From an optimization exercise on the open Yosys and OpenROAD flow, aimed at small area; shortcuts taken in it are not production practice. Only simulation tests tie the RTL to the original design; equivalence was not proved. No driver is modelled on the clock port, so clocking that relies on it looks cheaper here than on a real chip. Power figures rest on the tool's default switching activity, not on a simulated workload.

<file path="design/flow/design.v">
`timescale 1ns/1ps
module nibble_sel (
    input  logic [31:0] v,
    input  logic [2:0]  ph,
    output logic [3:0]  o
);
    always_comb begin
        case (ph)
            3'd0:    o = v[3:0];
            3'd1:    o = v[7:4];
            3'd2:    o = v[11:8];
            3'd3:    o = v[15:12];
            3'd4:    o = v[19:16];
            3'd5:    o = v[23:20];
            3'd6:    o = v[27:24];
            default: o = v[31:28];
        endcase
    end
endmodule
`timescale 1ns/1ps
module register_file (
    input  logic       clk,
    input  logic       clr,       
    input  logic [4:0] raddr1,
    input  logic [4:0] raddr2,
    output logic [3:0] rdata1,
    output logic [3:0] rdata2,
    input  logic       we,
    input  logic [4:0] waddr,
    input  logic [3:0] wdata
);
    logic [127:0] heads;
    assign heads[3:0] = 4'b0;
    genvar r;
    generate
        for (r = 1; r < 32; r++) begin : g_reg
            logic [31:0] q;
            logic        wr;
            assign wr = clr | (we && waddr == r);
            always_ff @(posedge clk) begin
                q <= {wr ? (wdata & {4{~clr}}) : q[3:0], q[31:4]};
            end
            assign heads[4*r +: 4] = q[3:0];
        end
    endgenerate
    assign rdata1 = heads[{raddr1, 2'b00} +: 4];
    assign rdata2 = heads[{raddr2, 2'b00} +: 4];
endmodule
`timescale 1ns/1ps
module shifter (
    input  logic [31:0] s,        
    input  logic [4:0]  shamt,
    input  logic        right,
    output logic [3:0]  o
);
    logic [2:0] sel;
    assign sel = right ? shamt[4:2] : ~shamt[4:2];
    always_comb begin
        case (sel)
            3'd0:    o = s[3:0];
            3'd1:    o = s[7:4];
            3'd2:    o = s[11:8];
            3'd3:    o = s[15:12];
            3'd4:    o = s[19:16];
            3'd5:    o = s[23:20];
            3'd6:    o = s[27:24];
            default: o = s[31:28];
        endcase
    end
endmodule
module funnel (
    input  logic [7:0] w,         
    input  logic [1:0] r,
    input  logic       right,
    output logic [3:0] o
);
    always_comb begin
        case ({right, r})
            3'b100:  o = w[3:0];
            3'b101:  o = w[4:1];
            3'b110:  o = w[5:2];
            3'b111:  o = w[6:3];
            3'b000:  o = w[7:4];
            3'b001:  o = w[6:3];
            3'b010:  o = w[5:2];
            default: o = w[4:1];
        endcase
    end
endmodule
`timescale 1ns/1ps
module cpu (
    input  logic                 clk,
    input  logic                 reset,
    output logic [32-1:0] iaddr,
    input  logic [32-1:0] idata,
    output logic [32-1:0] daddr,
    input  logic [32-1:0] drdata,
    output logic [32-1:0] dwdata,
    output logic [3:0]           dwe
);
    logic [3:0]  cnt;         
    logic        clr;         
    logic [2:0]  ph;
    logic        r2;
    logic        ph0;
    logic        ph7;
    assign ph  = cnt[2:0];
    assign r2  = cnt[3];
    assign ph0 = (ph == 3'd0);
    assign ph7 = (ph == 3'd7);
    always_ff @(posedge clk) begin
        if (reset) begin
            cnt <= 4'd0;
            clr <= 1'b1;
        end else begin
            cnt <= {cnt[3] ^ (&cnt[2:0] & ~clr), cnt[2:0] + 3'd1};
            if (ph7) clr <= 1'b0;
        end
    end
    logic [6:0] opc;
    logic [2:0] f3;
    logic [6:0] f7;
    logic       ok_f7;
    logic       is_op, is_opimm, is_alu, is_load, is_store, is_branch;
    logic       is_lui, is_auipc, is_jal, is_jalr;
    logic       is_shift, is_slt, is_sub, is_logic;
    logic       right;
    assign opc = idata[6:0];
    assign f3  = idata[14:12];
    assign f7  = idata[31:25];
    assign ok_f7     = (f7 == 7'b0000000) ||
                       (f7 == 7'b0100000 && (f3 == 3'b000 || f3 == 3'b101));
    assign is_op     = (opc == 7'b0110011) && ok_f7;
    assign is_opimm  = (opc == 7'b0010011) && (f3[1:0] != 2'b01 || ok_f7);
    assign is_alu    = is_op | is_opimm;
    assign is_load   = (opc == 7'b0000011) && (f3 == 3'b010);
    assign is_store  = (opc == 7'b0100011) && (f3 == 3'b010);
    assign is_branch = (opc == 7'b1100011) && (f3[2:1] != 2'b01);
    assign is_lui    = (opc == 7'b0110111);
    assign is_auipc  = (opc == 7'b0010111);
    assign is_jal    = (opc == 7'b1101111);
    assign is_jalr   = (opc == 7'b1100111) && (f3 == 3'b000);
    assign is_shift  = is_alu && (f3[1:0] == 2'b01);
    assign is_slt    = is_alu && (f3[2:1] == 2'b01);
    assign is_sub    = is_op && (f3 == 3'b000) && f7[5];
    assign is_logic  = is_alu && f3[2] && (f3[1:0] != 2'b01);
    assign right     = f3[2];
    logic [31:0] imm;
    always_comb begin
        if (is_lui | is_auipc)
            imm = {idata[31:12], 12'b0};
        else if (is_jal)
            imm = {{12{idata[31]}}, idata[19:12], idata[20], idata[30:21], 1'b0};
        else if (is_branch)
            imm = {{20{idata[31]}}, idata[7], idata[30:25], idata[11:8], 1'b0};
        else if (is_store)
            imm = {{20{idata[31]}}, idata[31:25], idata[11:7]};
        else
            imm = {{20{idata[31]}}, idata[31:20]};
    end
    logic [31:1] pc;
    logic [31:0] d;           
    logic [31:0] t;           
    logic        carry;
    logic        flag;        
    logic [4:0]  shamt;
    logic [3:0]  a;           
    logic [3:0]  b;           
    logic [3:0]  p;           
    logic [3:0]  im;          
    logic [3:0]  four;
    logic [31:0] pc32;
    assign pc32 = {pc, 1'b0};
    nibble_sel u_psel (.v(pc32), .ph(ph), .o(p));
    nibble_sel u_isel (.v(imm),  .ph(ph), .o(im));
    assign four = ph0 ? 4'b0100 : 4'b0000;
    logic       rf_we;
    logic [3:0] rf_wd;
    register_file u_regfile (
        .clk    (clk),
        .clr    (clr),
        .raddr1 (idata[19:15]),
        .raddr2 (idata[24:20]),
        .rdata1 (a),
        .rdata2 (b),
        .we     (rf_we),
        .waddr  (idata[11:7]),
        .wdata  (rf_wd)
    );
    logic [3:0] x;
    logic [3:0] y;
    logic       inv;
    logic       cin;
    logic [4:0] sum;
    always_comb begin
        if (r2)
            x = p;
        else if (is_auipc | is_jal)
            x = p;
        else if (is_lui)
            x = 4'b0;
        else
            x = a;
    end
    always_comb begin
        if (r2)
            y = (is_jal | (is_branch & flag)) ? im : four;
        else if (is_op | is_branch)
            y = b;
        else if (is_jal)
            y = four;
        else
            y = im;
    end
    assign inv = ~r2 & (is_sub | is_slt | is_branch);
    assign cin = ph0 ? inv : carry;
    assign sum = {1'b0, x} + {1'b0, y ^ {4{inv}}} + {4'b0, cin};
    always_ff @(posedge clk) begin
        carry <= sum[4];
    end
    logic z;
    logic lt;
    logic cond;
    assign z    = (sum[3:0] == 4'b0) & (ph0 | flag);
    assign lt   = ~sum[4] ^ ((is_branch ? ~f3[1] : ~f3[0]) & (a[3] ^ y[3]));
    assign cond = is_branch ? ((f3[2] ? lt : z) ^ f3[0]) : lt;
    always_ff @(posedge clk) begin
        if (~r2) flag <= ph7 ? cond : z;
    end
    always_ff @(posedge clk) begin
        if (~r2 & ph0) shamt[3:0] <= y[3:0];
        if (~r2 & (ph == 3'd1)) shamt[4] <= y[0];
    end
    logic [3:0]  src;         
    logic [3:0]  prv;         
    logic [3:0]  fill;
    logic [3:0]  fun;
    logic [3:0]  t_in;
    logic        t_load;
    assign fill   = {4{f7[5] & prv[3]}};
    assign src    = r2 ? (right ? fill : a) : (right ? a : 4'b0);
    assign t_load = r2 & ph0 & is_load;
    always_ff @(posedge clk) begin
        prv <= src;
    end
    funnel u_funnel (
        .w     ({src, prv}),
        .r     (shamt[1:0]),
        .right (right),
        .o     (fun)
    );
    assign t_in = (~r2 & is_store) ? b : fun;
    always_ff @(posedge clk) begin
        if (t_load)
            t <= {drdata[3:0], drdata[31:4]};
        else
            t <= {t_in, t[31:4]};
    end
    logic [3:0] sh_out;
    shifter u_shifter (
        .s     ({t_in, t[31:4]}),
        .shamt (shamt),
        .right (right),
        .o     (sh_out)
    );
    logic [3:0] lg;
    always_comb begin
        case (f3[1:0])
            2'b00:   lg = a ^ y;
            2'b10:   lg = a | y;
            default: lg = a & y;
        endcase
    end
    assign rf_we = r2 ? (is_slt | is_shift | is_load | is_jalr)
                      : ((is_alu & ~is_shift & ~is_slt) | is_lui | is_auipc | is_jal);
    always_comb begin
        if (~r2)
            rf_wd = is_logic ? lg : sum[3:0];
        else if (is_slt)
            rf_wd = {3'b0, flag & ph0};
        else if (is_shift)
            rf_wd = sh_out;
        else if (is_load)
            rf_wd = ph0 ? drdata[3:0] : t[3:0];
        else
            rf_wd = sum[3:0];
    end
    logic [3:0]  d_in;
    logic [31:0] d_next;
    always_comb begin
        if (clr)
            d_in = 4'b0;
        else if (r2 & is_jalr)
            d_in = d[3:0];
        else
            d_in = sum[3:0];
    end
    assign d_next = {d_in, d[31:4]};
    always_ff @(posedge clk) begin
        d <= d_next;
        if (ph7 & (r2 | clr)) pc <= d_next[31:1];
    end
    assign iaddr  = {pc, 1'b0};
    assign daddr  = d;
    assign dwdata = t;
    assign dwe    = {4{is_store & r2 & ph0}};
endmodule
</file>
<file path="design/flow/flow/run.sh">
#!/bin/bash
# Standard ORFS layout with three changes:
#  - the combinational logic of the standard synthesis is re-mapped for area
#    (registers untouched), see resynth.ys
#  - the smallest buffer on the ports
#  - no CTS dummy loads
set -euo pipefail
HERE=$(pwd)
R=$HERE/orfs/results/${FLOW_PLATFORM}/cpu/base
LIB=$FLOW_HOME/platforms/${FLOW_PLATFORM}/lib/sky130_fd_sc_hd__tt_025C_1v80.lib
export BUFFER_PORTS_ARGS="-buffer_cell sky130_fd_sc_hd__buf_1"
export CTS_ARGS="-sink_clustering_enable -repair_clock_nets -dont_use_dummy_load -buf_list {sky130_fd_sc_hd__clkbuf_4 sky130_fd_sc_hd__clkbuf_8} -sink_clustering_size 12 -sink_clustering_max_diameter 40"

bash standard.sh synth > log_standard_synth.log 2>&1
cp "$R/1_2_yosys.v" "$HERE/std_synth.v"
sed -e "s#@LIB@#$LIB#g" -e "s#@IN@#$HERE/std_synth.v#" -e "s#@OUT@#$HERE/resynth.v#" \
    -e "s#@TOP@#$FLOW_TOP#g" -e "s#@SCRIPT@#$HERE/flow/resynth.abc#" -e "s#@STAT@#$HERE/resynth_stat.txt#" \
    flow/resynth.ys > resynth_run.ys
yosys -s resynth_run.ys > log_resynth.log 2>&1
cp "$HERE/resynth.v" "$R/1_2_yosys.v"
rm -f "$R/1_synth.odb" "$R/1_synth.sdc"
bash standard.sh > log_standard_finish.log 2>&1
</file>
<file path="design/flow/flow/resynth.abc">
strash
&get -n
&deepsyn -T 60
&nf -R 1000
&put
topo
</file>
<file path="design/flow/flow/resynth.ys">
# Re-map the combinational logic of the standard synthesis for area.
# Registers stay as they are: same instances, names and cell types.
read_liberty -ignore_miss_func @LIB@
read_verilog @IN@
hierarchy -top @TOP@
setattr -mod -set keep_hierarchy 1 sky130_fd_sc_hd__df* sky130_fd_sc_hd__edf* sky130_fd_sc_hd__sdf* sky130_fd_sc_hd__dl* sky130_fd_sc_hd__conb_1
flatten
delete t:$scopeinfo
blackbox sky130_fd_sc_hd__df* sky130_fd_sc_hd__edf* sky130_fd_sc_hd__sdf* sky130_fd_sc_hd__dl* sky130_fd_sc_hd__conb_1
opt_clean -purge
select @TOP@
abc -liberty @LIB@ -dont_use *probe* -dont_use *lpflow* -script @SCRIPT@
select -clear
opt_clean -purge
hilomap -singleton -hicell sky130_fd_sc_hd__conb_1 HI -locell sky130_fd_sc_hd__conb_1 LO
insbuf -buf sky130_fd_sc_hd__buf_4 A X
check -mapped
tee -o @STAT@ stat -liberty @LIB@
write_verilog -noattr -nohex -nodec @OUT@
</file>
<file path="design/flow/standard.sh">
#!/bin/bash
# synth_recipe.tcl (not shown) runs the flow's synth.tcl, then flattens the netlist and writes it again
# the make line also repeats each setting of config.mk as NAME=value (left out here)
make -C /OpenROAD-flow-scripts/flow DESIGN_CONFIG=/design/flow/config.mk WORK_HOME=/design/flow/orfs CLKGATE_MAP_FILE= SYNTH_SCRIPT=/design/flow/synth_recipe.tcl "${@:-finish}"
</file>
<file path="design/flow/config.mk">
export PLATFORM = sky130hd
export DESIGN_NAME = cpu
export DESIGN_NICKNAME = cpu
export VERILOG_FILES = /design/flow/design.v
export SDC_FILE = /design/flow/constraint.sdc
export NUM_CORES = 4
export LEC_CHECK = 0
export ABC_AREA = 1
export CAP_MARGIN = 20
export CORE_MARGIN = 2
export CORE_UTILIZATION = 50
export SLEW_MARGIN = 20
</file>
<file path="design/flow/constraint.sdc">
create_clock -name core_clock -period 9.5 [get_ports {clk}]
set_input_delay 1.9000 -clock core_clock [delete_from_list [all_inputs] [get_ports {clk}]]
set_output_delay 1.9000 -clock core_clock [all_outputs]
set_load 0.01 [all_outputs]
</file>
==> impl_metrics.yaml, run 1 <==
route:
  drc: 0
  via_count: 16600
  routed_via_density: 5.33
  routedWlPerCell_um: 21.0
  ant_nets: 0
  drtPass1Iterations: 10
  initialDrtViolationCount: 1839
  wirelength_um: 65500
global_routing:
  grt_pass1_vias: 16100
  grt_max_degree: 41
  grt_pass1_wl_um: 97900
  antenna_found_initial: 1
  grt_use_total_pct: 22.1
  grt-ovfl-total: 0
worst_setup_path:
  critPathKind: "primary input to flop"
  end_kind: "flop"
  startpoint_type: "primary input"
  crit_fanout: 15
  crit_arrival_ps: 7200
  required_ps: 9910
sta:
  slew_headroom_pct: 24.1
  finalHoldViolations: 0
  fmax_ghz: 0.147
  skew_ps: 91.6
  period_share_pct: 71.5
  min_period_ps: 6790
  rsz0062_at_grt: "false"
  tns_ps: 0
  slew_violations: 0
  setup_viol: 0
  worst_pin_slew_ps: 1130
placement:
  place_congestion: 0.918
  port_buffers: 164
  hpwl_um: 45000
die:
  core_area_mm2: 0.0562
  io_pins: 166
  start_util_pct: 50.3
  die_area_mm2: 0.0585
  die_h_um: 242
  num_rows: 87
  die_w_um: 242
finish:
  nets: 2430
  drive_gt1_share_pct: 6.22
  fin_util_pct: 55.3
  areaGrowthSynthToFinish_pct: 9.90
yosys:
  ys.warnings.count: 5
  synth_cells: 2135
  avgSynthCellArea_um2: 13.2
  synth_area_mm2: 0.0283
  synth_fp_nets: 2201
clocking:
  ctsRootBufferMaster: "clkbuf_8"
  cts_buffers: 113
  post_cts_buffers: 0
  cts_sinks: 1103
  clk_latency_ps: 740
  clk_path_buf_depth: 3
  cts_resized: 0
  cts_tree: "yes"
  hold_buffers: 0
  clk_pin_slew_ps: 80
  h-tree-depth: 3
worst_hold_path:
  hp-class: "flop to flop"
run:
  maxCapViolCount: 0
power_and_ir_drop:
  powerDensity_mw_per_mm2: 238
  vdd_drop_max_v: 0.000177
  leakage_nw: 11.7
outcome:
  status: "timing/DRC/antenna clean"
critical path: stages:
cell and delay, ps:
buf_1 280, nor2_1 950, a222oi_1 210, a22oi_1 400
a32oi_1 230, o22ai_1 430, clkinv_1 230, maj3_1 380
nor2_1 90, a21oi_1 80, maj3_1 410, maj3_1 410
xor2_1 260, nor4b_1 490, nor2_1 80, nor4b_1 270
nor3_1 100
area by class of cell:
class	count	area, um2
clock buffers	113	1560
repair buffers	185	773
inverters	11	41.3
diodes	1	2.50
multi-input cells	950	5300
well taps	756	946
fillers	4781	25100
flip-flops and latches	1103	22500
path summary, 6_finish.rpt:
path | start | endpoint | slack [ps] | depth (start not counted)
max | idata[20] | flag | 2710 | 17
min | u_regfile.g_reg[21].q[29] | u_regfile.g_reg[21].q[25] | 270 | 0
max reg2reg | cnt[2] | flag | 4000 | 18
min reg2reg | u_regfile.g_reg[21].q[29] | u_regfile.g_reg[21].q[25] | 270 | 0
power by group:
part | switching, mW | internal, mW
logic | 0.198 | 0.0881
clock network | 1.36 | 1.05
registers | 0.0268 | 4.67
total | 1.58 | 5.81
placed cells by master (no fill, tap or decap), drive strengths merged, types with 7 or more instances in the layout:
master,n
clkbuf,113
dfxtp,1066
edfxtp,37
a22o,40
nand3,17
nor3,14
nand2b,13
a32oi,7
a221oi,11
xor2,7
nand2,267
nor2,132
nor4,8
o21ai,112
xnor2,10
nor2b,17
and2,11
o22ai,10
buf,185
and3,10
clkinv,11
a22oi,24
a222oi,64
a21oi,95
registers in the layout, indices dropped and copies added, names as in the netlist, 4 cells and up:
name	count
t	32
d	32
u_regfile.g.q	992
prv	4
cnt	4
pc	31
shamt	5
stage by stage:
step / power, mW / instances / hold WS [ps] / cell area (um2) / setup WS, ps
floorplan: 4.98 / 2135 / 310 / 28300 / 1910
global placement: 5.08 / 3005 / 309 / 29500 / 2130
detailed placement: 5.09 / 3005 / 312 / 29500 / 2110
CTS: 7.47 / 3118 / 269 / 31100 / 2840
global route: 7.69 / 3119 / 267 / 31100 / 2070
finish: 7.39 / 3119 / 273 / 31100 / 2710
metal layers:
metal	wire, um	vias up	track usage (%)	share of wire [%]
met1	29500	7955	30.8	45
met3	4820	186	4.59	7.4
met5	0	-	0	0
met4	2270	0	8.46	3.5
met2	28900	759	34.1	44
li1	-	7728	-	-
==> inputs of run 2 (changes only) <==
--- a/design/flow/flow/run.sh
+++ b/design/flow/flow/run.sh
@@ -9,7 +9,7 @@
 R=$HERE/orfs/results/${FLOW_PLATFORM}/cpu/base
 LIB=$FLOW_HOME/platforms/${FLOW_PLATFORM}/lib/sky130_fd_sc_hd__tt_025C_1v80.lib
 export BUFFER_PORTS_ARGS="-buffer_cell sky130_fd_sc_hd__buf_1"
-export CTS_ARGS="-sink_clustering_enable -repair_clock_nets -dont_use_dummy_load -buf_list {sky130_fd_sc_hd__clkbuf_4 sky130_fd_sc_hd__clkbuf_8} -sink_clustering_size 12 -sink_clustering_max_diameter 40"
+export CTS_ARGS="-sink_clustering_enable -repair_clock_nets -dont_use_dummy_load -buf_list sky130_fd_sc_hd__clkbuf_16 -sink_clustering_size 30 -sink_clustering_max_diameter 60"
 
 bash standard.sh synth > log_standard_synth.log 2>&1
 cp "$R/1_2_yosys.v" "$HERE/std_synth.v"
==> impl_metrics.yaml, run 2 <==
yosys:
  synth_cells: 2135
  ys.warnings.count: 5
  avgSynthCellArea_um2: 13.2
  synth_fp_nets: 2201
  synth_area_mm2: 0.0283
finish:
  fin_cells: 3055
  final_common_cell: "dfxtp_1"
  largest_register: "u_regfile.g.q"
  drive_gt1_share_pct: 3.65
  largest_register_ffs: 992
  nets: 2367
  areaGrowthSynthToFinish_pct: 8.82
  antennaDiodeCount: 0
  final_cell_mix: "dfxtp_1, nand2_1, buf_1"
  top_regs: "u_regfile.g.q: 992 flops, d: 32 flops, t: 32 flops"
  fin_area_mm2: 0.0308
sta:
  period_share_pct: 72.5
  finalHoldViolations: 0
  slew_headroom_pct: 25.1
  skew_ps: 66.3
  worst_pin_slew_ps: 1120
  min_period_ps: 6890
  setup_viol: 0
  fmax_ghz: 0.145
  tns_ps: 0
  rsz0062_at_grt: "false"
  setup_ws_ps: 2610
  slew_violations: 0
worst_setup_path:
  crit_fanout: 8
  cp_common_cell: "nor2_1"
  required_ps: 9830
  worst-r2r-cell-count: 15
  startpoint_type: "primary input"
  r2r_start: "cnt[2]"
  r2r_end: "flag"
  crit_arrival_ps: 7220
  critPathKind: "primary input to flop"
  path_cells: "buf_1, clkinv_1, nor2_1, nand4_1, or3b_1, and2_0, nor2_1, a222oi_1, and2_0, a21boi_0, o32ai_1, xor2_1, maj3_1, maj3_1, xor2_1, nor4b_1, nor2_1, nor4b_1, nor3_1"
  rrSetupSlack_ps: 4090
  max_stage_delay_ps: 770
  end_kind: "flop"
  slowest_stage: "o32ai_1"
  critPathLaunch: "idata[13]"
route:
  wirelength_um: 64800
  via_count: 16200
  drc: 0
  drtPass1Iterations: 10
  initialDrtViolationCount: 1902
  ant_nets: 0
  routed_via_density: 5.30
  routedWlPerCell_um: 21.2
placement:
  port_buffers: 164
  place_congestion: 0.918
  place_inst: 3005
  placed_area_mm2: 0.0295
  post-place-ws_ps: 2110
  hpwl_um: 45000
outcome:
  status: "timing/DRC/antenna clean"
die:
  die_h_um: 242
  num_rows: 87
  die_w_um: 242
  start_util_pct: 50.3
  io_pins: 166
  core_area_mm2: 0.0562
  die_area_mm2: 0.0585
clocking:
  cts_sinks: 1103
  hold_buffers: 0
  post_cts_buffers: 0
  ctsRootBufferMaster: "clkbuf_16"
  cts_buffers: 50
  clk_pin_slew_ps: 100
  cts_tree: "yes"
  cts_resized: 0
  h-tree-depth: 2
  clk_latency_ps: 640
  clk_path_buf_depth: 3
worst_hold_path:
  min_to: "u_regfile.g_reg[18].q[6]"
  hold_depth: 0
  hp-class: "flop to flop"
  min_from: "u_regfile.g_reg[18].q[10]"
global_routing:
  grt_max_degree: 41
  grt_use_total_pct: 21.7
  grt_pass1_wl_um: 96300
  antenna_found_initial: 0
  grt-ovfl-total: 0
  grt_pass1_vias: 15400
power_and_ir_drop:
  vdd_drop_max_v: 0.000202
  powerDensity_mw_per_mm2: 235
  power.total_mw: 7.22
  leakage_nw: 11.5
run:
  maxCapViolCount: 0
run 2: cell count changes in the layout (fill, tap and decap cells not counted):
| cell | previous run | this run |
|---|---|---|
| clkbuf_16 | 0 | 50 |
| clkbuf_8 | 113 | 0 |
| diode_2 | 1 | 0 |
run 2: worst max-delay path, delay by kind of cell:
family	cells	cell delay, ps
AO/OA/AOI/OAI	3	990
XOR/XNOR	2	450
adder cells (fa/ha/maj)	2	850
buffers and inverters	2	610
AND/OR/NAND/NOR	10	2410
run 2: power by group:
group,internal [mW],switching [mW],total [mW]
logic,0.0881,0.199,0.287
clock network,0.940,1.29,2.23
registers,4.67,0.0269,4.70
run 2: worst max path at each step:
stage | end | slack, ps | cells after the start
floorplan | u_regfile.g_reg[10].q[30] | 1910 | 15
global placement | flag | 2130 | 19
detailed placement | flag | 2110 | 19
CTS | flag | 2730 | 19
global route | flag | 1970 | 20
finish | flag | 2610 | 19
run 2: per-layer routing:
metal  part of all wire [%]  routed length, um  up-vias  GRT usage (%)
met4                    3.0               1950        0           6.94
met1                     46              29500     7742           30.9
met5                      0                  0        -              0
met3                    6.8               4410      143           3.60
met2                     45              28900      684           34.1
li1                       -                  -     7614              -
run 2: stage by stage:
step | utilization [%] | hold slack, ps
floorplan | - | 310
global placement | 52.5 | 309
detailed placement | 52.5 | 312
CTS | 54.7 | 263
global route | 54.8 | 259
finish | 54.8 | 268
run 2: area by class of cell:
type / instances / area (um2)
Tap cell: 756 / 946
Clock buffer: 50 / 1250
Multi-Input combinational cell: 950 / 5300
Fill cell: 4789 / 25400
Timing Repair Buffer: 185 / 773
Sequential cell: 1103 / 22500
Inverter: 11 / 41.3
==> inputs of run 3 (changes only) <==
--- a/design/flow/flow/run.sh
+++ b/design/flow/flow/run.sh
@@ -9,7 +9,7 @@
 R=$HERE/orfs/results/${FLOW_PLATFORM}/cpu/base
 LIB=$FLOW_HOME/platforms/${FLOW_PLATFORM}/lib/sky130_fd_sc_hd__tt_025C_1v80.lib
 export BUFFER_PORTS_ARGS="-buffer_cell sky130_fd_sc_hd__buf_1"
-export CTS_ARGS="-sink_clustering_enable -repair_clock_nets -dont_use_dummy_load -buf_list sky130_fd_sc_hd__clkbuf_16 -sink_clustering_size 30 -sink_clustering_max_diameter 60"
+export CTS_ARGS="-sink_clustering_enable -repair_clock_nets -dont_use_dummy_load -buf_list sky130_fd_sc_hd__clkbuf_4 -sink_clustering_size 11 -sink_clustering_max_diameter 40"
 
 bash standard.sh synth > log_standard_synth.log 2>&1
 cp "$R/1_2_yosys.v" "$HERE/std_synth.v"
==> design/flow/flow/resynth.ys (replaced) <==
# Re-map the combinational logic of the standard synthesis for area.
# Registers stay as they are: same instances, names and cell types.
# Wires named after pins of the flattened cells are hidden so that they merge.
read_liberty -ignore_miss_func @LIB@
read_verilog @IN@
hierarchy -top @TOP@
setattr -mod -set keep_hierarchy 1 sky130_fd_sc_hd__df* sky130_fd_sc_hd__edf* sky130_fd_sc_hd__sdf* sky130_fd_sc_hd__dl* sky130_fd_sc_hd__conb_1
flatten
rename -hide w:_*_.*
delete t:$scopeinfo
blackbox sky130_fd_sc_hd__df* sky130_fd_sc_hd__edf* sky130_fd_sc_hd__sdf* sky130_fd_sc_hd__dl* sky130_fd_sc_hd__conb_1
opt_clean -purge
select @TOP@
abc -liberty @LIB@ -dont_use *probe* -dont_use *lpflow* -script @SCRIPT@
select -clear
opt_clean -purge
hilomap -singleton -hicell sky130_fd_sc_hd__conb_1 HI -locell sky130_fd_sc_hd__conb_1 LO
insbuf -buf sky130_fd_sc_hd__buf_1 A X
check -mapped
tee -o @STAT@ stat -liberty @LIB@
write_verilog -noattr -nohex -nodec @OUT@
--- a/design/flow/config.mk
+++ b/design/flow/config.mk
@@ -8,5 +8,5 @@
 export ABC_AREA = 1
 export CAP_MARGIN = 20
 export CORE_MARGIN = 2
-export CORE_UTILIZATION = 50
+export CORE_UTILIZATION = 55
 export SLEW_MARGIN = 20
==> impl_metrics.yaml, run 3 <==
outcome:
  status: "timing/DRC/antenna clean"
yosys:
  synth_fp_nets: 2134
  synth_cells: 2068
  synth_area_mm2: 0.0277
  ys.warnings.count: 5
  avgSynthCellArea_um2: 13.4
global_routing:
  grt_use_total_pct: 25.8
  grt_pass1_wl_um: 101000
  grt-ovfl-total: 0
  grt_pass1_vias: 16400
  antenna_found_initial: 3
  grt_max_degree: 41
sta:
  skew_ps: 144
  worst_pin_slew_ps: 1100
  tns_ps: 0
  min_period_ps: 6720
  setup_viol: 0
  slew_headroom_pct: 26.9
  period_share_pct: 70.8
  rsz0062_at_grt: "false"
  fmax_ghz: 0.149
  slew_violations: 0
  finalHoldViolations: 0
die:
  die_h_um: 229
  die_w_um: 229
  num_rows: 82
  core_area_mm2: 0.0500
  start_util_pct: 55.5
  io_pins: 166
  die_area_mm2: 0.0523
clocking:
  clk_path_buf_depth: 3
  hold_buffers: 0
  ctsRootBufferMaster: "clkbuf_4"
  cts_tree: "yes"
  cts_sinks: 1103
  post_cts_buffers: 0
  clk_pin_slew_ps: 110
  h-tree-depth: 3
  cts_resized: 0
  clk_latency_ps: 920
  cts_buffers: 119
worst_hold_path:
  hp-class: "flop to flop"
  min_to: "u_regfile.g_reg[22].q[24]"
  hold_depth: 0
  min_from: "u_regfile.g_reg[22].q[28]"
finish:
  final_common_cell: "dfxtp_1"
  largest_register: "u_regfile.g.q"
  top_regs: "u_regfile.g.q: 992 flops, d: 32 flops, t: 32 flops"
  largest_register_ffs: 992
  drive_gt1_share_pct: 6.34
  nets: 2434
  areaGrowthSynthToFinish_pct: 9.14
  final_cell_mix: "dfxtp_1, nand2_1, buf_1"
  n_fill_cell: 4076
route:
  ant_nets: 0
  routed_via_density: 5.48
  routedWlPerCell_um: 22.1
  drtPass1Iterations: 12
  via_count: 16700
  wirelength_um: 67300
  drc: 0
  initialDrtViolationCount: 1801
worst_setup_path:
  r2r_start: "cnt[0]"
  r2r_end: "flag"
  required_ps: 10060
  worst-r2r-cell-count: 15
  critPathKind: "primary input to flop"
  startpoint_type: "primary input"
  end_kind: "flop"
  rrSetupSlack_ps: 3780
  crit_arrival_ps: 7280
  crit_fanout: 8
power_and_ir_drop:
  comb_power_share_pct: 4.2
  switching_share_pct: 21.9
  leakage_nw: 11.5
  p_sw_mw: 1.50
  p_int_mw: 5.33
  powerDensity_mw_per_mm2: 226
  p_clk_share_pct: 27.0
  power.total_mw: 6.83
  vdd_drop_max_v: 0.000168
  p_seq_share_pct: 68.9
run:
  maxCapViolCount: 0
placement:
  place_congestion: 0.914
  hpwl_um: 46000
  port_buffers: 164
run 3: metal layers:
layer	wire length, um	track usage, %	vias up
li1	-	-	7777
met1	28700	34.6	7911
met2	30600	41.0	804
met3	5560	5.84	166
met4	2500	10.1	2
met5	8	0	-
run 3: metrics by stage:
stage	area [um2]	hold WS, ps	instances	setup slack, ps	utilization [%]
floorplan	27700	310	2068	1910	-
global placement	29400	310	2919	2010	58.8
detailed placement	29400	312	2919	2010	58.8
CTS	30300	192	3038	2910	60.6
global route	30300	187	3041	2330	60.6
finish	30300	211	3041	2780	60.6
run 3: layout make-up:
type | instances | area [um2] | area share [%]
Timing Repair Buffer | 183 | 758 | 2.50
Sequential cell | 1103 | 22500 | 74.1
Tap cell | 672 | 841 | 2.78
Antenna cell | 3 | 7.51 | 0.0248
Multi-Input combinational cell | 950 | 5290 | 17.5
Inverter | 11 | 41.3 | 0.136
Clock buffer | 119 | 893 | 2.95
run 3: worst max-delay path: stages:
cell	delay (ps)
buf_1	350
clkinv_1	280
nor2_1	230
nand4_1	150
or3b_1	480
and2_0	270
nor2_1	220
a222oi_1	100
and2_0	200
a21boi_0	130
o32ai_1	720
xor2_1	200
maj3_1	440
maj3_1	400
xor2_1	280
nor4b_1	440
nor2_1	70
nor4b_1	280
nor3_1	110
run 3: power by group through the flow:
stage | Combinational, mW | Sequential (mW) | Clock, mW
finish | 0.285 | 4.70 | 1.84
detailed placement | 0.279 | 4.81 | 0
floorplan | 0.149 | 4.81 | 0
global placement | 0.277 | 4.81 | 0
CTS | 0.280 | 4.70 | 1.92
global route | 0.307 | 4.71 | 2.11
run 3: how the worst max path moves through the flow:
stage	start	to	slack (ps)	cells after the start
floorplan	idata[25]	u_regfile.g_reg[10].q[30]	1910	15
global placement	idata[13]	flag	2010	19
detailed placement	idata[13]	flag	2010	19
CTS	idata[13]	flag	2910	19
global route	idata[13]	flag	2330	19
finish	idata[13]	flag	2780	19
==> inputs of run 4 (changes only) <==
--- a/design/flow/config.mk
+++ b/design/flow/config.mk
@@ -8,5 +8,5 @@
 export ABC_AREA = 1
 export CAP_MARGIN = 20
 export CORE_MARGIN = 2
-export CORE_UTILIZATION = 55
+export CORE_UTILIZATION = 50
 export SLEW_MARGIN = 20
==> impl_metrics.yaml, run 4 <==
outcome:
  status: "timing/DRC/antenna clean"
worst_hold_path:
  hold_depth: 0
  hp-class: "flop to flop"
  min_to: "u_regfile.g_reg[1].q[7]"
  min_from: "u_regfile.g_reg[1].q[11]"
global_routing:
  grt_use_total_pct: 23.1
  grt-ovfl-total: 0
  grt_max_degree: 40
  grt_pass1_wl_um: 98000
  grt_pass1_vias: 16000
  antenna_found_initial: 2
finish:
  top_regs: "u_regfile.g.q: 992 flops, d: 32 flops, t: 32 flops"
  areaGrowthSynthToFinish_pct: 9.48
  drive_gt1_share_pct: 6.38
  final_cell_mix: "dfxtp_1, nand2_1, buf_1"
  nets: 2434
  n_fill_cell: 4694
  largest_register_ffs: 992
  final_common_cell: "dfxtp_1"
  largest_register: "u_regfile.g.q"
  register_area_mm2: 0.0225
  multi_input_area_mm2: 0.00529
sta:
  slew_violations: 0
  slew_headroom_pct: 21.4
  min_period_ps: 6760
  period_share_pct: 71.1
  setup_viol: 0
  rsz0062_at_grt: "false"
  tns_ps: 0
  skew_ps: 133
  worst_pin_slew_ps: 1170
  finalHoldViolations: 0
  fmax_ghz: 0.148
power_and_ir_drop:
  power.total_mw: 6.83
  powerDensity_mw_per_mm2: 225
  vdd_drop_max_v: 0.000155
  leakage_nw: 11.5
placement:
  port_buffers: 164
  place_congestion: 0.906
  hpwl_um: 46000
die:
  start_util_pct: 50.5
  die_area_mm2: 0.0574
  core_area_mm2: 0.0550
  num_rows: 86
  die_w_um: 240
  die_h_um: 240
  io_pins: 166
run:
  maxCapViolCount: 0
route:
  routedWlPerCell_um: 21.3
  wl_met2_um: 29800
  ant_nets: 0
  via_count: 16600
  drc: 0
  drtPass1Iterations: 9
  met3RoutedLength_um: 4690
  wirelength_um: 66400
  routed_via_density: 5.34
  drt-met1-wl_um: 30200
  top_layer: "met4"
  initialDrtViolationCount: 2038
clocking:
  post_cts_buffers: 0
  ctsRootBufferMaster: "clkbuf_4"
  cts_resized: 0
  clk_pin_slew_ps: 100
  clk_latency_ps: 920
  clk_path_buf_depth: 3
  cts_sinks: 1103
  hold_buffers: 0
  cts_buffers: 118
  cts_tree: "yes"
  h-tree-depth: 3
yosys:
  synth_area_mm2: 0.0277
  synth_cells: 2068
  synth_fp_nets: 2134
  avgSynthCellArea_um2: 13.4
  ys.warnings.count: 5
worst_setup_path:
  crit_arrival_ps: 7300
  r2r_end: "flag"
  required_ps: 10040
  crit_fanout: 26
  startpoint_type: "primary input"
  r2r_start: "cnt[0]"
  end_kind: "flop"
  rrSetupSlack_ps: 3860
  worst-r2r-cell-count: 15
  critPathKind: "primary input to flop"
## run 4: worst max-delay path, stage by stage
cell,delay [ps]
buf_1,480
nor2b_2,1050
a222oi_1,200
a22oi_1,270
a32oi_1,240
o22ai_1,420
clkinv_1,220
maj3_1,380
nor2_1,90
a21oi_1,70
maj3_1,410
maj3_1,410
xor2_1,270
nor4b_1,470
nor2_1,80
nor4b_1,240
nor3_1,90
## run 4: how the worst max path moves through the flow
stage,startpoint,endpoint,slack [ps],cells past startpoint
after floorplan,idata[25],u_regfile.g_reg[10].q[30],1910,15
after global placement,idata[13],flag,2030,19
after detailed placement,idata[20],flag,2010,17
after CTS,idata[20],flag,2940,17
after global routing,idata[13],flag,2340,19
final,idata[20],flag,2740,17
## run 4: area by class of cell
type                            instances  share of cell area, %
Timing Repair Buffer                  184                   2.52
Inverter                               11                  0.136
Clock buffer                          118                   2.92
Multi-Input combinational cell        950                   17.4
Tap cell                              748                   3.08
Sequential cell                      1103                   73.9
Antenna cell                            4                 0.0330
## run 4: layer usage
metal  global-route usage (%)  vias to the layer above
li1                         -                     7803
met1                     32.4                     7985
met2                     36.0                      714
met3                     4.66                      138
met4                     7.65                        0
met5                        0                        -
## run 4: per-stage QoR
stage	setup WS, ps	hold WS (ps)	instance area (um2)	instances	util [%]
after floorplan	1910	310	27700	2068	-
after global placement	2030	310	29500	2996	53.6
after detailed placement	2010	312	29500	2996	53.6
after CTS	2940	260	30400	3114	55.2
after global routing	2340	263	30400	3118	55.2
final	2740	266	30400	3118	55.2
## run 4: report_power, final
part	switching [mW]	leakage, nW	internal, mW	total [mW]
clock	1.28	0.543	0.568	1.84
combinational	0.197	1.99	0.0880	0.285
sequential	0.0265	8.93	4.67	4.70
==> inputs of run 5 (changes only) <==
--- a/design/flow/flow/run.sh
+++ b/design/flow/flow/run.sh
@@ -3,13 +3,16 @@
 #  - the combinational logic of the standard synthesis is re-mapped for area
 #    (registers untouched), see resynth.ys
 #  - the smallest buffer on the ports
-#  - no CTS dummy loads
+#  - a clock tree of small buffers without dummy loads; the leaf buffers of
+#    slow clock pins are upsized after CTS (post_cts.tcl)
 set -euo pipefail
 HERE=$(pwd)
 R=$HERE/orfs/results/${FLOW_PLATFORM}/cpu/base
 LIB=$FLOW_HOME/platforms/${FLOW_PLATFORM}/lib/sky130_fd_sc_hd__tt_025C_1v80.lib
 export BUFFER_PORTS_ARGS="-buffer_cell sky130_fd_sc_hd__buf_1"
-export CTS_ARGS="-sink_clustering_enable -repair_clock_nets -dont_use_dummy_load -buf_list sky130_fd_sc_hd__clkbuf_4 -sink_clustering_size 11 -sink_clustering_max_diameter 40"
+export CTS_ARGS="-sink_clustering_enable -repair_clock_nets -dont_use_dummy_load -buf_list sky130_fd_sc_hd__clkbuf_4 -sink_clustering_size 12 -sink_clustering_max_diameter 40"
+
+export POST_CTS_TCL="$HERE/flow/post_cts.tcl"
 
 bash standard.sh synth > log_standard_synth.log 2>&1
 cp "$R/1_2_yosys.v" "$HERE/std_synth.v"
==> design/flow/flow/post_cts.tcl (new file) <==
estimate_parasitics -placement
set fix {}
foreach pin [all_registers -clock_pins -edge_triggered] {
  set worst 0
  foreach edge {rise fall} {
    foreach a {min max} {
      set s [sta::time_ui_sta [get_property $pin slew_${a}_$edge]]
      set worst [expr {max($worst, $s * 1e12)}]
    }
  }
  if {$worst > 115} {
    foreach drv [get_pins -of_objects [get_nets -of_objects $pin] -filter "direction == output"] {
      dict set fix [get_full_name [get_cells -of_objects $drv]] 1
    }
  }
}
set bigger [dict create sky130_fd_sc_hd__clkbuf_2 sky130_fd_sc_hd__clkbuf_4 \
  sky130_fd_sc_hd__clkbuf_4 sky130_fd_sc_hd__clkbuf_8 sky130_fd_sc_hd__clkbuf_8 sky130_fd_sc_hd__clkbuf_16]
set n 0
foreach inst [dict keys $fix] {
  set cell [get_property [get_cells $inst] ref_name]
  if {[dict exists $bigger $cell]} {
    puts "clock slew fix: $inst $cell -> [dict get $bigger $cell]"
    replace_cell $inst [dict get $bigger $cell]
    incr n
  }
}
puts "clock slew fix: $n buffers upsized"
if {$n > 0} {
  detailed_placement
  check_placement -verbose
  estimate_parasitics -placement
}
==> impl_metrics.yaml, run 5 <==
worst_hold_path:
  hold_depth: 0
  min_from: "u_regfile.g_reg[28].q[16]"
  hp-class: "flop to flop"
global_routing:
  grt_use_total_pct: 23.1
  grt_pass1_vias: 16000
  antenna_found_initial: 1
  grt-ovfl-total: 0
  grt_pass1_wl_um: 97800
  grt_max_degree: 40
power_and_ir_drop:
  leakage_nw: 11.5
  vdd_drop_max_v: 0.000151
  power.total_mw: 6.89
  powerDensity_mw_per_mm2: 226
finish:
  nets: 2427
  final_common_cell: "dfxtp_1"
  areaGrowthSynthToFinish_pct: 9.74
  largest_register: "u_regfile.g.q"
  multi_input_area_mm2: 0.00529
  register_area_mm2: 0.0225
  n_fill_cell: 4673
  drive_gt1_share_pct: 6.10
  largest_register_ffs: 992
  final_cell_mix: "dfxtp_1, nand2_1, buf_1"
  top_regs: "u_regfile.g.q: 992 flops, d: 32 flops, t: 32 flops"
worst_setup_path:
  critPathKind: "primary input to flop"
  crit_fanout: 26
  r2r_start: "cnt[0]"
  startpoint_type: "primary input"
  end_kind: "flop"
  worst-r2r-cell-count: 15
  critPathLaunch: "idata[20]"
  required_ps: 10010
  rrSetupSlack_ps: 3790
  crit_arrival_ps: 7380
sta:
  min_period_ps: 6870
  skew_ps: 178
  tns_ps: 0
  finalHoldViolations: 0
  slew_headroom_pct: 20.6
  slew_violations: 0
  period_share_pct: 72.3
  setup_viol: 0
  fmax_ghz: 0.146
  worst_pin_slew_ps: 1190
  rsz0062_at_grt: "false"
die:
  die_h_um: 240
  start_util_pct: 50.5
  die_w_um: 240
  die_area_mm2: 0.0574
  io_pins: 166
  core_area_mm2: 0.0550
  num_rows: 86
route:
  via_count: 16600
  initialDrtViolationCount: 2073
  drtPass1Iterations: 14
  drc: 0
  routedWlPerCell_um: 21.4
  ant_nets: 0
  wirelength_um: 66600
  routed_via_density: 5.35
yosys:
  synth_cells: 2068
  synth_area_mm2: 0.0277
  ys.warnings.count: 5
  avgSynthCellArea_um2: 13.4
  synth_fp_nets: 2134
placement:
  place_congestion: 0.906
  port_buffers: 164
  hpwl_um: 46000
clocking:
  cts_sinks: 1103
  clk_pin_slew_ps: 110
  cts_tree: "yes"
  clk_latency_ps: 950
run:
  maxCapViolCount: 0
outcome:
  status: "timing/DRC/antenna clean"
==> run 5: report_power, final <==
group          internal (mW)  switching [mW]  leakage, nW  total, mW
Combinational         0.0880           0.196         1.99      0.284
Sequential              4.67          0.0266         8.93       4.70
Clock                  0.627            1.28        0.565       1.91
Total                   5.39            1.50         11.5       6.89
==> run 5: final timing paths <==
kind | to
worst min-delay path | u_regfile.g_reg[28].q[12]
worst max register to register | flag
worst max-delay path | flag
worst min register to register | u_regfile.g_reg[28].q[12]
==> run 5: per-stage QoR <==
stage	hold WS (ps)	util, %	cell area (um2)	setup slack [ps]	instances
after detailed placement	312	53.6	29500	2010	2996
final	220	55.4	30400	2630	3108
after global routing	230	55.4	30400	2280	3108
after global placement	310	53.6	29500	2030	2996
after floorplan	310	-	27700	1910	2068
==> run 5: area by class of cell <==
| type | instances | area share (%) |
|---|---|---|
| sequential | 1103 | 73.7 |
| multi-input combinational | 950 | 17.4 |
| clock buffer | 111 | 3.17 |
| tap | 748 | 3.07 |
| timing repair buffer | 184 | 2.51 |
| inverter | 11 | 0.136 |
| antenna | 1 | 0.00822 |
==> run 5: critical path, cell delays in order <==
cell and delay, ps:
buf_1 510, nor2b_2 1060, a222oi_1 200, a22oi_1 280
a32oi_1 240, o22ai_1 440, clkinv_1 220, maj3_1 380
nor2_1 90, a21oi_1 70, maj3_1 410, maj3_1 410
xor2_1 260, nor4b_1 470, nor2_1 80, nor4b_1 240
nor3_1 90
==> run 5: layer usage <==
metal	global-route usage [%]	part of all wire [%]	up-vias
met5	0	0	-
met4	8.30	2.7	0
met1	32.2	46	8050
li1	-	-	7752
met2	36.2	45	686
met3	4.25	6.6	137
==> inputs of run 6 (changes only) <==
--- a/design/flow/flow/post_cts.tcl
+++ b/design/flow/flow/post_cts.tcl
@@ -8,7 +8,7 @@
       set worst [expr {max($worst, $s * 1e12)}]
     }
   }
-  if {$worst > 115} {
+  if {$worst > 121} {
     foreach drv [get_pins -of_objects [get_nets -of_objects $pin] -filter "direction == output"] {
       dict set fix [get_full_name [get_cells -of_objects $drv]] 1
     }
==> impl_metrics.yaml, run 6 <==
sta:
  finalHoldViolations: 0
  slew_violations: 0
  rsz0062_at_grt: "false"
  tns_ps: 0
  holdWs_ps: 205
  min_period_ps: 6850
  period_share_pct: 72.1
  skew_ps: 165
  fmax_ghz: 0.146
  setup_viol: 0
  slew_headroom_pct: 20.2
  setup_ws_ps: 2650
  worst_pin_slew_ps: 1190
finish:
  largest_register: "u_regfile.g.q"
  final_common_cell: "dfxtp_1"
  fin_cells: 3108
  drive_gt1_share_pct: 6.10
  areaGrowthSynthToFinish_pct: 9.31
  largest_register_ffs: 992
  final_cell_mix: "dfxtp_1, nand2_1, buf_1"
  n_fill_cell: 4703
  fin_util_pct: 55.2
  fin_area_mm2: 0.0303
  nets: 2427
  top_regs: "u_regfile.g.q: 992 flops, d: 32 flops, t: 32 flops"
clocking:
  cts_tree: "yes"
  clk_latency_ps: 940
  cts_sinks: 1103
  clk_pin_slew_ps: 110
global_routing:
  grt_max_degree: 40
  grt_pass1_wl_um: 97800
  grt_use_total_pct: 23.1
  grt-ovfl-total: 0
  grt_pass1_vias: 15900
  antenna_found_initial: 1
route:
  drc: 0
  ant_nets: 0
  initialDrtViolationCount: 1947
  wirelength_um: 66700
  routedWlPerCell_um: 21.5
  routed_via_density: 5.36
  drtPass1Iterations: 11
  via_count: 16600
placement:
  placed_area_mm2: 0.0295
  place_congestion: 0.906
  hpwl_um: 46000
  port_buffers: 164
  post-place-ws_ps: 2010
  place_inst: 2996
yosys:
  synth_cells: 2068
  synth_area_mm2: 0.0277
  ys.warnings.count: 5
  synth_fp_nets: 2134
  avgSynthCellArea_um2: 13.4
worst_setup_path:
  crit_arrival_ps: 7360
  required_ps: 10010
  startpoint_type: "primary input"
  critPathKind: "primary input to flop"
  crit_fanout: 8
  end_kind: "flop"
die:
  start_util_pct: 50.5
  io_pins: 166
  die_w_um: 240
  die_area_mm2: 0.0574
  num_rows: 86
  core_area_mm2: 0.0550
  die_h_um: 240
power_and_ir_drop:
  powerDensity_mw_per_mm2: 224
  leakage_nw: 11.4
  power.total_mw: 6.80
  vdd_drop_max_v: 0.000151
worst_hold_path:
  hp-class: "flop to flop"
outcome:
  status: "timing/DRC/antenna clean"
run:
  maxCapViolCount: 0
## run 6: cell types whose count changed in the layout (fill, tap and decap cells not counted)
cell	delta
clkbuf_4	+19
clkbuf_8	-19
## run 6: worst paths after layout
kind | startpoint | to | slack, ps | cells past startpoint
worst max-delay path | idata[13] | flag | 2650 | 19
worst min-delay path | u_regfile.g_reg[31].q[11] | u_regfile.g_reg[31].q[7] | 210 | 0
worst max register to register | cnt[0] | flag | 3710 | 15
worst min register to register | u_regfile.g_reg[31].q[11] | u_regfile.g_reg[31].q[7] | 210 | 0
## run 6: cell type report
| cell class | instances | area (um2) | share of cell area, % |
|---|---|---|---|
| Clock buffer | 111 | 846 | 2.79 |
| Inverter | 11 | 41.3 | 0.136 |
| Tap cell | 748 | 936 | 3.09 |
| Multi-Input combinational cell | 950 | 5290 | 17.4 |
| Sequential cell | 1103 | 22500 | 74.0 |
| Timing Repair Buffer | 184 | 766 | 2.52 |
| Antenna cell | 1 | 2.50 | 0.00825 |
## run 6: metal layers
layer | part of all wire (%) | up-vias | GRT usage (%)
met5 | 0 | - | 0
met4 | 2.9 | 0 | 8.20
met3 | 7.2 | 141 | 4.39
met2 | 45 | 732 | 36.2
met1 | 45 | 8006 | 32.2
li1 | - | 7770 | -
## run 6: where the power goes
| part | total (mW) | switching [mW] | internal (mW) | leakage (nW) |
|---|---|---|---|---|
| sequential | 4.70 | 0.0266 | 4.67 | 8.93 |
| clock | 1.81 | 1.27 | 0.544 | 0.516 |
| combinational | 0.285 | 0.197 | 0.0880 | 1.99 |
| total | 6.80 | 1.49 | 5.31 | 11.4 |
## run 6: worst max-delay path, cell delays in order
cell and delay (ps):
buf_1 370, clkinv_1 340, nor2_1 240, nand4_1 130
or3b_1 460, and2_0 250, nor2_1 210, a222oi_1 100
and2_0 190, a21boi_0 120, o32ai_1 830, xor2_1 210
maj3_1 450, maj3_1 410, xor2_1 260, nor4b_1 460
nor2_1 80, nor4b_1 240, nor3_1 90

## afterwards: timing with drivers on the ports
Ports are ideal in the flow. The routed layouts listed here were re-timed in OpenROAD. Step 1: set_driving_cell puts a clkbuf_16 on clk and a buf_2 on each other input, an assumption about the parent block. Step 2 moves the port delays by t, midway between the first and last clock arrival at a register: inputs arrive t later, outputs are due t later. That takes back most of the time a late clock gives input paths. Three values: ideal, step 1, step 2; two values: the first two.
| run | shift t [ns] | slack for setup (ns) | clock arrival spread, ns |
|---|---|---|---|
| run 1 | 0.756 | 2.709 / 2.737 / 1.982 | 0.092 / 0.093 |
| run 2 | 0.665 | 2.613 / 2.623 / 1.957 | 0.067 / 0.067 |
| run 3 | 0.906 | 2.777 / 2.775 / 1.868 | 0.144 / 0.143 |
| run 4 | 0.916 | 2.742 / 2.769 / 1.853 | 0.134 / 0.133 |
| run 5 | 0.911 | 2.635 / 2.655 / 1.744 | 0.178 / 0.178 |
| run 6 | 0.904 | 2.650 / 2.655 / 1.751 | 0.170 / 0.170 |
After both steps every run listed still meets setup and hold. The setup slack of run 3, which loses most, moves by -0.002 ns with the drivers and by -0.909 ns with both steps.
